This is an optimization exercise on Yosys and OpenROAD, whose aim is small area, a short achievable clock period and few clock cycles per item, not a production implementation. The RTL was checked by simulation tests, not by an equivalence proof against the original design. Power figures rest on the tool's default switching activity, not on a simulated workload.

## gated_pulse_count_accumulator
module gated_pulse_count_accumulator (
	input  logic                             clk,
	input  logic                             arst_n,
	input  logic                             sample_valid,
	output logic                             sample_ready,
	input  logic [48:0]                      sample,
	output logic                             result_valid,
	input  logic                             result_ready,
	output logic [193:0]                     result,
	input  logic                             cfg_we,
	input  logic [gpca_pkg::CFG_IDX_W-1:0]   cfg_index,
	input  logic [gpca_pkg::CFG_DATA_W-1:0]  cfg_wdata
);
Size in the first run: roughly 2,000 cells after synthesis, roughly 410 flip-flops, about 280 I/O pins.
clock: 11.0 ns
lec_check: 0
cap_margin: 20
core_margin: 2
core_utilization: 60
cts_buf_list: sky130_fd_sc_hd__clkbuf_16
cts_cluster_diameter: 80
cts_cluster_size: 24
place_density: 0.75
slew_margin: 20
standard.sh (not shown) runs the stock make flow with config.mk's settings and CLKGATE_MAP_FILE= SYNTH_SCRIPT=/design/flow/synth_recipe.tcl, a recipe that flattens the netlist after the stock synthesis.
==> flow/flow/run.sh <==
#!/bin/bash
# Own layout flow: the standard layout (standard.sh, unchanged synthesis,
# floorplan, power grid, placement, CTS and routing) with two changes:
#  - ports are buffered with sky130_fd_sc_hd__buf_1 instead of the default
#    delay buffer;
#  - timing repair aims for extra setup slack (SETUP_SLACK_MARGIN).
# Each tool's full output stays in orfs/logs; make's output goes to standard.log.
set -euo pipefail
export BUFFER_PORTS_ARGS="-buffer_cell sky130_fd_sc_hd__buf_1"
export SETUP_SLACK_MARGIN=7.3
bash standard.sh > standard.log 2>&1
The baseline finished with timing, DRC and antenna clean.
Testbench counts at the start, summed over its fixed seeds: cycles 24,128, items 24,000.
==> next run, changes <==
--- a/flow/flow/run.sh
+++ b/flow/flow/run.sh
@@ -10 +10 @@
-export SETUP_SLACK_MARGIN=7.3
+export SETUP_SLACK_MARGIN=7.15
- CORE_UTILIZATION: 60 -> 70
- CTS_CLUSTER_DIAMETER: 80 -> 100
- CTS_CLUSTER_SIZE: 24 -> 30
- PLACE_DENSITY: 0.75 -> 0.85
Power falls by 5.2%.
Setup slack degrades by 44 ps.
Non-clock buffer count falls by 26.
Synthesized cell count does not change.
Final area goes down by about 3.5%.
Sequential share of layout area came out higher by 1.5 points.
Sequential cell count is unchanged.
==> next run, changes <==
- CTS_CLUSTER_DIAMETER: 100 -> 80
- CTS_CLUSTER_SIZE: 30 -> 26
Effect:
- routed wire length goes down by 1.7%
- clock-buffer cell count is higher by 3
- cell count stays flat
- maximum frequency came out lower by 1.1%
- power came out higher by 0.75%
- via count goes down by 0.72%

Another version of the RTL of gated_pulse_count_accumulator (not shown whole).
Size in the first run: about 1,900 cells after synthesis, roughly 400 flip-flops, roughly 280 I/O pins, about 20,000 um2 of cells after synthesis.
export LEC_CHECK = 0
export CAP_MARGIN = 20
export CORE_MARGIN = 2
export CORE_UTILIZATION = 60
export PLACE_DENSITY = 0.75
export SLEW_MARGIN = 20
create_clock -name core_clock -period 11.0 [get_ports {clk}]
==> flow/flow/run.sh <==
#!/bin/bash
# Own layout flow: the standard layout (standard.sh, unchanged synthesis,
# floorplan, power grid, placement, CTS and routing) with two changes:
#  - ports are buffered with sky130_fd_sc_hd__buf_1 instead of the default
#    delay buffer;
#  - timing repair aims for extra setup slack (SETUP_SLACK_MARGIN).
# Each tool's full output stays in orfs/logs; make's output goes to standard.log.
set -euo pipefail
export BUFFER_PORTS_ARGS="-buffer_cell sky130_fd_sc_hd__buf_1"
export SETUP_SLACK_MARGIN=7.2
bash standard.sh > standard.log 2>&1
Testbench counts at the start, summed over its fixed seeds: cycles 24,128, items 24,000.
Rerun with:
--- a/flow/flow/run.sh
+++ b/flow/flow/run.sh
@@ -4 +4 @@
-#  - ports are buffered with sky130_fd_sc_hd__buf_1 instead of the default
+#  - ports are buffered with sky130_fd_sc_hd__buf_2 instead of the default
@@ -9 +9 @@
-export BUFFER_PORTS_ARGS="-buffer_cell sky130_fd_sc_hd__buf_1"
+export BUFFER_PORTS_ARGS="-buffer_cell sky130_fd_sc_hd__buf_2"
- CORE_UTILIZATION: 60 -> 40
- PLACE_DENSITY: 0.75 -> 0.6
After rerunning:
- The new run produced a clean layout
- sequential share of layout area fell by 0.93 points
- cell area rose by a few percent
- hold slack degrades by 0.0080 ns
- area after synthesis is unchanged
- global-route usage fell by 7.7 points
- clock skew stays flat
- wire length rose by a few percent
- clock power rose by a little under a tenth
Rerun with:
--- a/flow/flow/run.sh
+++ b/flow/flow/run.sh
@@ -4 +4 @@
-#  - ports are buffered with sky130_fd_sc_hd__buf_2 instead of the default
+#  - ports are buffered with sky130_fd_sc_hd__buf_1 instead of the default
@@ -9,2 +9,2 @@
-export BUFFER_PORTS_ARGS="-buffer_cell sky130_fd_sc_hd__buf_2"
-export SETUP_SLACK_MARGIN=7.2
+export BUFFER_PORTS_ARGS="-buffer_cell sky130_fd_sc_hd__buf_1"
+export SETUP_SLACK_MARGIN=6.9
- CTS_BUF_LIST: default -> sky130_fd_sc_hd__clkbuf_8
- CTS_CLUSTER_SIZE: default -> 32
Critical path depth shrinks by 3; design area came out lower by 4.6%; routed wire length drops by 1.2%; synthesized cell count stays the same; via count went up by 1.0%; global-route usage falls by 0.10 points.
Rerun with:
--- a/flow/flow/run.sh
+++ b/flow/flow/run.sh
@@ -10 +10 @@
-export SETUP_SLACK_MARGIN=6.9
+export SETUP_SLACK_MARGIN=7.2
Synthesized cell count is unchanged.
Power rises by 3.5%.
Count of clock-buffer cells in the layout came out higher by 3.
Global-route usage went up by 0.34 points.
First-iteration DRC count went up by 13%.
Utilization increases by 1.1 points.
Register-to-register slack gains 0.18 ns.

==> separate check: timing with driven ports <==
The results above use ideal ports. As a check the final layouts listed here were re-extracted and re-timed, cells and wires unchanged. Step 1: set_driving_cell puts a clkbuf_16 on clk and a buf_2 on each other input, an assumption about the parent block. Step 2 times the ports against the registers' clock, not the clock port: input delays grow and output delays shrink by t, the midpoint of the rising clock arrivals with the driver on. a / b / c = no drivers / after step 1 / after step 2; a / b = the first two.
run | t, ns | setup slack, ns | worst slew at a driven data input, ns
the first run of note 1 | 0.596 | 7.249 / 7.251 / 6.660 | 0.09
the second run of note 1 | 0.585 | 7.205 / 7.226 / 6.645 | 0.05
the third run of note 1 | 0.587 | 7.162 / 7.166 / 6.580 | 0.05
the first run of note 2 | 0.601 | 6.985 / 6.986 / 6.385 | 0.08
the second run of note 2 | 0.614 | 6.999 / 7.012 / 6.398 | 0.07
the third run of note 2 | 0.687 | 6.980 / 6.986 / 6.299 | 0.10
the fourth run of note 2 | 0.681 | 7.042 / 7.041 / 6.359 | 0.07
After both steps every run listed still meets setup and hold. The setup slack of the fourth run of note 2, which loses most, moves by -0.001 ns with the drivers and by -0.683 ns with both steps.
